Background: an optimization exercise with open tools, aiming at small area. Do not read the settings as production practice.
In this exercise RTL edits were held to simulation tests only and were not proved equivalent to the original.
Power and IR drop assume default switching activity.

run 1:
// aes256_key_expand
module aes256_key_expand (
  input  logic         clk,
  input  logic         reset,
  input  logic         start,
  input  logic [255:0] key_in,
  output logic         busy,
  output logic         rk_valid,
  input  logic         rk_ready,
  output logic [3:0]   rk_round,
  output logic [31:0]  k0_out,
  output logic [31:0]  k1_out,
  output logic [31:0]  k2_out,
  output logic [31:0]  k3_out,
  output logic         done
);
  aes_key_expand #(.NK(8)) u_core (
    .clk      (clk),
    .reset    (reset),
    .start    (start),
    .key_in   (key_in),
    .busy     (busy),
    .rk_valid (rk_valid),
    .rk_ready (rk_ready),
    .rk_round (rk_round),
    .k0_out   (k0_out),
    .k1_out   (k1_out),
    .k2_out   (k2_out),
    .k3_out   (k3_out),
    .done     (done)
  );
endmodule
For scale: ~1100 cells after synthesis, about 270 flip-flops, about 400 I/O pins, ~11000 µm² of cells after synthesis.
export LEC_CHECK = 0
export CAP_MARGIN = 0
export CORE_MARGIN = 2
export CORE_UTILIZATION = 40
export PLACE_DENSITY = 0.65
export SLEW_MARGIN = 0
export SYNTH_KEEP_MODULES = aes_win_bit aes_subword
export BUFFER_PORTS_ARGS = -buffer_cell sky130_fd_sc_hd__buf_1
export CTS_ARGS = -sink_clustering_enable -dont_use_dummy_load -sink_clustering_size 10 -sink_clustering_max_diameter 40 -buf_list {sky130_fd_sc_hd__clkbuf_4}
create_clock -name core_clock -period 10.0 [get_ports {clk}]
standard.sh (not shown) runs the stock make flow with config.mk's settings and CLKGATE_MAP_FILE= SYNTH_SCRIPT=/design/flow/synth_recipe.tcl, a recipe that flattens the netlist after the stock synthesis.
==> flow/flow/run.sh <==
#!/bin/bash
# Own flow: the standard ORFS layout (standard.sh) with
#  - the standard synthesis script, with ABC mapping done per module with
#    an area-oriented script (flow/area.abc) instead of ORFS's delay-oriented
#    one: the window bit-select module (aes_win_bit) and the S-box
#    (aes_subword) are kept as modules through mapping and flattened
#    afterwards as usual; the registers and their names are untouched,
#  - no adder extraction (ADDER_MAP_FILE empty), so ABC maps XOR logic itself,
#  - buf_1 port buffers instead of ORFS's default port buffer,
#  - a clock tree of small leaf clusters without dummy loads.
# Every tool's output goes to a log file in this folder.
set -euo pipefail
W=$(pwd)
{
  head -n 1 synth_recipe.tcl
  cat <<EOS
proc abc {args} {
  set i [lsearch -exact \$args -script]
  set a_area [lreplace \$args [expr {\$i+1}] [expr {\$i+1}] $W/flow/area.abc]
  yosys abc {*}\$a_area aes_win_bit
  yosys abc {*}\$a_area aes_subword
  yosys abc {*}\$a_area aes256_key_expand
}
EOS
  tail -n +2 synth_recipe.tcl
} > synth_area.tcl
cat >> config.mk <<'EOC'
export SYNTH_KEEP_MODULES = aes_win_bit aes_subword
export ADDER_MAP_FILE =
export BUFFER_PORTS_ARGS = -buffer_cell sky130_fd_sc_hd__buf_1
export CTS_ARGS = -sink_clustering_enable -dont_use_dummy_load -sink_clustering_size 10 -sink_clustering_max_diameter 40 -buf_list {sky130_fd_sc_hd__clkbuf_4}
EOC
bash standard.sh SYNTH_SCRIPT=$W/synth_area.tcl finish > standard_flow.log 2>&1
==> flow/flow/area.abc <==
strash
&get -n
&st
&dch
&nf -a -R 1000
&put
topo
Run 1 completed; timing, DRC and antenna clean
Inputs modified between run 1 and run 2:
- a change of CTS_ARGS from -sink_clustering_enable -dont_use_dummy_load -sink_clustering_size 10 -sink_clustering_max_diameter 40 -buf_list {sky130_fd_sc_hd__clkbuf_4} to -sink_clustering_enable -repair_clock_nets -dont_use_dummy_load -sink_clustering_size 10 -sink_clustering_max_diameter 40 -buf_list {sky130_fd_sc_hd__clkbuf_4}
diff --git a/flow/flow/run.sh b/flow/flow/run.sh
--- a/flow/flow/run.sh
+++ b/flow/flow/run.sh
@@ -29,5 +29,5 @@
 export ADDER_MAP_FILE =
 export BUFFER_PORTS_ARGS = -buffer_cell sky130_fd_sc_hd__buf_1
-export CTS_ARGS = -sink_clustering_enable -dont_use_dummy_load -sink_clustering_size 10 -sink_clustering_max_diameter 40 -buf_list {sky130_fd_sc_hd__clkbuf_4}
+export CTS_ARGS = -sink_clustering_enable -repair_clock_nets -dont_use_dummy_load -sink_clustering_size 10 -sink_clustering_max_diameter 40 -buf_list {sky130_fd_sc_hd__clkbuf_4}
 EOC
 bash standard.sh SYNTH_SCRIPT=$W/synth_area.tcl finish > standard_flow.log 2>&1
Notes after the runs:
Run 2 completed; timing, DRC and antenna clean
From run 1 to run 2, full die area did not move at all.
As far as met1 usage goes, run 1 and run 2 are indistinguishable; the numbers are identical.
Between run 1 and run 2, the difference in share of power burned in the clock network is negligible.
Minimum clock period after layout came out exactly the same in run 1 and run 2.
Between run 1 and run 2, the difference in count of nets left with antenna violations after detail routing is negligible.
The area growth from synthesis to layout on run 2 is in line with that on run 1.
Run 1 -> run 2: worst hold slack flat
Between run 2 and run 1, the proportion of power drawn by flip-flops and latches figures differ only marginally.
Number of diodes came out exactly the same in run 1 and run 2.
Area occupied by multi-input gates came out exactly the same in run 1 and run 2.
Edits applied to the flow inputs when going from run 2 to run 3:
- a change of CTS_ARGS from -sink_clustering_enable -repair_clock_nets -dont_use_dummy_load -sink_clustering_size 10 -sink_clustering_max_diameter 40 -buf_list {sky130_fd_sc_hd__clkbuf_4} to -sink_clustering_enable -repair_clock_nets -dont_use_dummy_load -sink_clustering_size 10 -sink_clustering_max_diameter 60 -buf_list {sky130_fd_sc_hd__clkbuf_4}
diff --git a/flow/flow/run.sh b/flow/flow/run.sh
--- a/flow/flow/run.sh
+++ b/flow/flow/run.sh
@@ -29,5 +29,5 @@
 export ADDER_MAP_FILE =
 export BUFFER_PORTS_ARGS = -buffer_cell sky130_fd_sc_hd__buf_1
-export CTS_ARGS = -sink_clustering_enable -repair_clock_nets -dont_use_dummy_load -sink_clustering_size 10 -sink_clustering_max_diameter 40 -buf_list {sky130_fd_sc_hd__clkbuf_4}
+export CTS_ARGS = -sink_clustering_enable -repair_clock_nets -dont_use_dummy_load -sink_clustering_size 10 -sink_clustering_max_diameter 60 -buf_list {sky130_fd_sc_hd__clkbuf_4}
 EOC
 bash standard.sh SYNTH_SCRIPT=$W/synth_area.tcl finish > standard_flow.log 2>&1
--- outcome ---
- Compared run 3 against run 2; delay of the slowest critical-path stage within noise.
- Summary of run 3 over run 2: share of total power in the clock network decreased by 0.9 points relative to the old numbers; internal cell power down about 1.7%.
- The multi-input gate share of the layout cell area in run 3 was higher than what run 2 gave.
- Between run 3 and run 2, the minimum setup slack in the final design is lower for run 3.
- Against run 2, time the worst path needs with I/O delays and setup in run 3 came out worse.
- The clock buffer instance count of the final layout in run 3 sits about 20% below the value recorded for run 2.
- [compare] base=run 2 new=run 3: power went down by 34 µW; latest clock arrival within the worst-skew pair went up by 0.08 ns; aggregate global-route resource usage was more or less identical.
Input changes introduced in run 4 (baseline for comparison: run 3):
- CTS_ARGS: -sink_clustering_enable -repair_clock_nets -dont_use_dummy_load -sink_clustering_size 10 -sink_clustering_max_diameter 60 -buf_list {sky130_fd_sc_hd__clkbuf_4} -> -sink_clustering_enable -repair_clock_nets -dont_use_dummy_load -sink_clustering_size 11 -sink_clustering_max_diameter 80 -buf_list {sky130_fd_sc_hd__clkbuf_4}
diff --git a/flow/flow/run.sh b/flow/flow/run.sh
--- a/flow/flow/run.sh
+++ b/flow/flow/run.sh
@@ -29,5 +29,5 @@
 export ADDER_MAP_FILE =
 export BUFFER_PORTS_ARGS = -buffer_cell sky130_fd_sc_hd__buf_1
-export CTS_ARGS = -sink_clustering_enable -repair_clock_nets -dont_use_dummy_load -sink_clustering_size 10 -sink_clustering_max_diameter 60 -buf_list {sky130_fd_sc_hd__clkbuf_4}
+export CTS_ARGS = -sink_clustering_enable -repair_clock_nets -dont_use_dummy_load -sink_clustering_size 11 -sink_clustering_max_diameter 80 -buf_list {sky130_fd_sc_hd__clkbuf_4}
 EOC
 bash standard.sh SYNTH_SCRIPT=$W/synth_area.tcl finish > standard_flow.log 2>&1
==> summary.txt <==
- Area added between synthesis and finish (higher): run 3
- Run 3 and run 4 ended up with nearly the same share of the core filled with cells.
- Sequential share of layout area: run 3 vs run 4, no meaningful difference
- Compared with run 3, run 4 shows data required time of the worst path lower by 0.07 ns.
- Of run 3 and run 4, the run reporting the higher relative contribution of the clock network to total power was run 3.
- Power consumption is lower on run 4

========
Setup of v58:
Another version of the RTL of aes256_key_expand (not shown whole).
For scale: roughly 270 flip-flops, about 400 I/O pins, roughly 11,000 um^2 of cells after synthesis.
==> flow/config.mk <==
export PLATFORM = sky130hd
export DESIGN_NAME = aes256_key_expand
export DESIGN_NICKNAME = aes256_key_expand
export VERILOG_FILES = /design/flow/design.v
export SDC_FILE = /design/flow/constraint.sdc
export NUM_CORES = 4
export LEC_CHECK = 0
export CAP_MARGIN = 20
export CORE_MARGIN = 2
export CORE_UTILIZATION = 25
export PLACE_DENSITY = 0.5
export SLEW_MARGIN = 20
export BUFFER_PORTS_ARGS = -buffer_cell sky130_fd_sc_hd__buf_1
export CTS_ARGS = -sink_clustering_enable -repair_clock_nets -dont_use_dummy_load -sink_clustering_size 10 -sink_clustering_max_diameter 50 -buf_list {sky130_fd_sc_hd__clkbuf_4}
==> flow/constraint.sdc <==
create_clock -name core_clock -period 10.0 [get_ports {clk}]
set_input_delay 2.0000 -clock core_clock [delete_from_list [all_inputs] [get_ports {clk}]]
set_output_delay 2.0000 -clock core_clock [all_outputs]
set_load 0.01 [all_outputs]
==> flow/flow/run.sh <==
#!/bin/bash
# Own flow: the standard ORFS layout (standard.sh) with
#  - the standard synthesis script, but ABC mapping with an area-oriented
#    script (flow/area.abc) instead of ORFS's delay-oriented one; the
#    registers and their names are untouched,
#  - buf_1 port buffers instead of ORFS's default port buffer,
#  - a clock tree of clkbuf_8 leaf clusters without dummy loads.
# Every tool's output goes to a log file in this folder.
set -euo pipefail
W=$(pwd)
{
  head -n 1 synth_recipe.tcl
  cat <<EOS
proc abc {args} {
  set i [lsearch -exact \$args -script]
  if {\$i >= 0} { set args [lreplace \$args [expr {\$i+1}] [expr {\$i+1}] $W/flow/area.abc] }
  yosys abc {*}\$args
}
EOS
  tail -n +2 synth_recipe.tcl
} > synth_area.tcl
cat >> config.mk <<'EOC'
export BUFFER_PORTS_ARGS = -buffer_cell sky130_fd_sc_hd__buf_1
export CTS_ARGS = -sink_clustering_enable -repair_clock_nets -dont_use_dummy_load -sink_clustering_size 10 -sink_clustering_max_diameter 50 -buf_list {sky130_fd_sc_hd__clkbuf_4}
EOC
bash standard.sh SYNTH_SCRIPT=$W/synth_area.tcl finish > standard_flow.log 2>&1
==> flow/flow/area.abc <==
strash
dch
map -a
strash
dch
map -a
topo
diff inputs: v58 => v38
Settings: changing PLACE_DENSITY from 0.5 to 0.7; changing CORE_UTILIZATION from 25 to 50; changing CTS_ARGS from -sink_clustering_enable -repair_clock_nets -dont_use_dummy_load -sink_clustering_size 10 -sink_clustering_max_diameter 50 -buf_list {sky130_fd_sc_hd__clkbuf_4} to -sink_clustering_enable -repair_clock_nets -dont_use_dummy_load -sink_clustering_size 20 -sink_clustering_max_diameter 50 -buf_list {sky130_fd_sc_hd__clkbuf_8}.
==> flow/flow/run.sh <==
#!/bin/bash
# Own flow: the standard ORFS layout with smaller port buffers and a
# lighter clock tree. Every tool's output goes to a log file in this folder.
set -euo pipefail
cat >> config.mk <<'EOC'
export BUFFER_PORTS_ARGS = -buffer_cell sky130_fd_sc_hd__buf_1
export CTS_ARGS = -sink_clustering_enable -repair_clock_nets -dont_use_dummy_load -sink_clustering_size 20 -sink_clustering_max_diameter 50 -buf_list {sky130_fd_sc_hd__clkbuf_8}
EOC
bash standard.sh finish > standard_flow.log 2>&1
removed: flow/flow/area.abc
### Flow results
v38: PASS, flow complete, no timing, DRC or antenna violations
Of v58 and v38, the run reporting the higher reported net switching power was v38.
The number of multi-input logic gates of v38 is higher than that of v58.
The synthesized area in v58 is 0.871 times that in v38.
Compared to v58, v38 leaves less free space in the core.
Mean number of vias per cell, v58 and v38, higher one = v38.
Non-clock buffer count of v38 falls short of that of v58 slightly.
When the final numbers for v58 and v38 were put side by side, the routed wire length turned out to be greater in v58.
For worst hold margin, v38 and v58 come out practically identical.
Compared with v58, v38 shows floorplan core area lower by about 40%.
What v6 does differently from v38 at the input level:
Settings: changing CTS_ARGS from -sink_clustering_enable -repair_clock_nets -dont_use_dummy_load -sink_clustering_size 20 -sink_clustering_max_diameter 50 -buf_list {sky130_fd_sc_hd__clkbuf_8} to -sink_clustering_enable -repair_clock_nets -dont_use_dummy_load -sink_clustering_size 16 -sink_clustering_max_diameter 60 -buf_list {sky130_fd_sc_hd__clkbuf_8}; changing PLACE_DENSITY from 0.7 to 0.5; changing CORE_UTILIZATION from 50 to 25.
==> flow/flow/run.sh <==
#!/bin/bash
# Own flow: the standard ORFS layout (standard.sh) with
#  - the standard synthesis script, but ABC mapping with an area-oriented
#    script (flow/area.abc) instead of ORFS's delay-oriented one; the
#    registers and their names are untouched,
#  - buf_1 port buffers instead of ORFS's default port buffer,
#  - a clock tree of clkbuf_8 leaf clusters without dummy loads.
# Every tool's output goes to a log file in this folder.
set -euo pipefail
W=$(pwd)
{
  head -n 1 synth_recipe.tcl
  cat <<EOS
proc abc {args} {
  set i [lsearch -exact \$args -script]
  if {\$i >= 0} { set args [lreplace \$args [expr {\$i+1}] [expr {\$i+1}] $W/flow/area.abc] }
  yosys abc {*}\$args
}
EOS
  tail -n +2 synth_recipe.tcl
} > synth_area.tcl
cat >> config.mk <<'EOC'
export BUFFER_PORTS_ARGS = -buffer_cell sky130_fd_sc_hd__buf_1
export CTS_ARGS = -sink_clustering_enable -repair_clock_nets -dont_use_dummy_load -sink_clustering_size 16 -sink_clustering_max_diameter 60 -buf_list {sky130_fd_sc_hd__clkbuf_8}
EOC
bash standard.sh SYNTH_SCRIPT=$W/synth_area.tcl finish > standard_flow.log 2>&1
==> flow/flow/area.abc (new file) <==
strash
dch
map -a
strash
dch
map -a
topo
## What came out
v6 did not stop at any stage, and its layout met the timing, design-rule and antenna checks.
v38 has lower relative contribution of the clock network to total power than v6.
Synthesized cell count in v6 vs v38: down 32
Of v6 and v38, the lower clock skew belongs to v6.
For v3, these inputs were changed with respect to v6:
==> flow/flow/run.sh <==
#!/bin/bash
# Own flow: the standard ORFS layout with smaller port buffers and a
# lighter clock tree. Every tool's output goes to a log file in this folder.
set -euo pipefail
cat >> config.mk <<'EOC'
export BUFFER_PORTS_ARGS = -buffer_cell sky130_fd_sc_hd__buf_1
export CTS_ARGS = -sink_clustering_enable -repair_clock_nets -dont_use_dummy_load -sink_clustering_size 16 -sink_clustering_max_diameter 60 -buf_list {sky130_fd_sc_hd__clkbuf_8}
EOC
bash standard.sh finish > standard_flow.log 2>&1
removed: flow/flow/area.abc
--- outcome ---
- v3 finished every step from synthesis to the final layout, and the layout passed the timing, design-rule and antenna checks.
- The area overhead of the layout relative to synthesis of v3 falls short of that of v6 by 6.0 points.
- Layout cell share with drive strength beyond 1, v6 and v3, higher one = v3.
- On area of the mapped netlist, v6 beats v3.

## static timing again, ports no longer ideal
The results above use ideal ports. As a check the final layouts listed here were re-extracted and re-timed, cells and wires unchanged. Step 1, drivers: a clkbuf_16 drives clk and a buf_2 each remaining input, both assumed. Step 2 adds t to the input delays and takes it off the output delays; t is the mean of the earliest and latest rising clock arrival at the registers after step 1. Input paths then give back, and output paths get back, about the clock's delay inside the block. a / b / c = no drivers / after step 1 / after step 2; a / b = the first two.
run	shift t [ns]	setup WS [ns]	hold slack, ns	pins driven straight from the clock port
run 1	0.666	2.885 / 2.885 / 2.885	0.461 / 0.461 / 0.461	1
run 2	0.666	2.885 / 2.885 / 2.885	0.461 / 0.461 / 0.461	1
run 3	0.726	2.879 / 2.879 / 2.879	0.470 / 0.470 / 0.470	1
run 4	0.707	2.866 / 2.866 / 2.866	0.464 / 0.464 / 0.464	1
v58	0.745	2.145 / 2.145 / 2.145	0.436 / 0.436 / 0.436	1
v38	0.593	3.132 / 3.132 / 3.132	0.437 / 0.437 / 0.437	1
v6	0.643	2.134 / 2.134 / 2.134	0.412 / 0.412 / 0.412	1
v3	0.632	3.056 / 3.056 / 3.056	0.475 / 0.475 / 0.475	1
After both steps setup and hold are still met in every run listed.
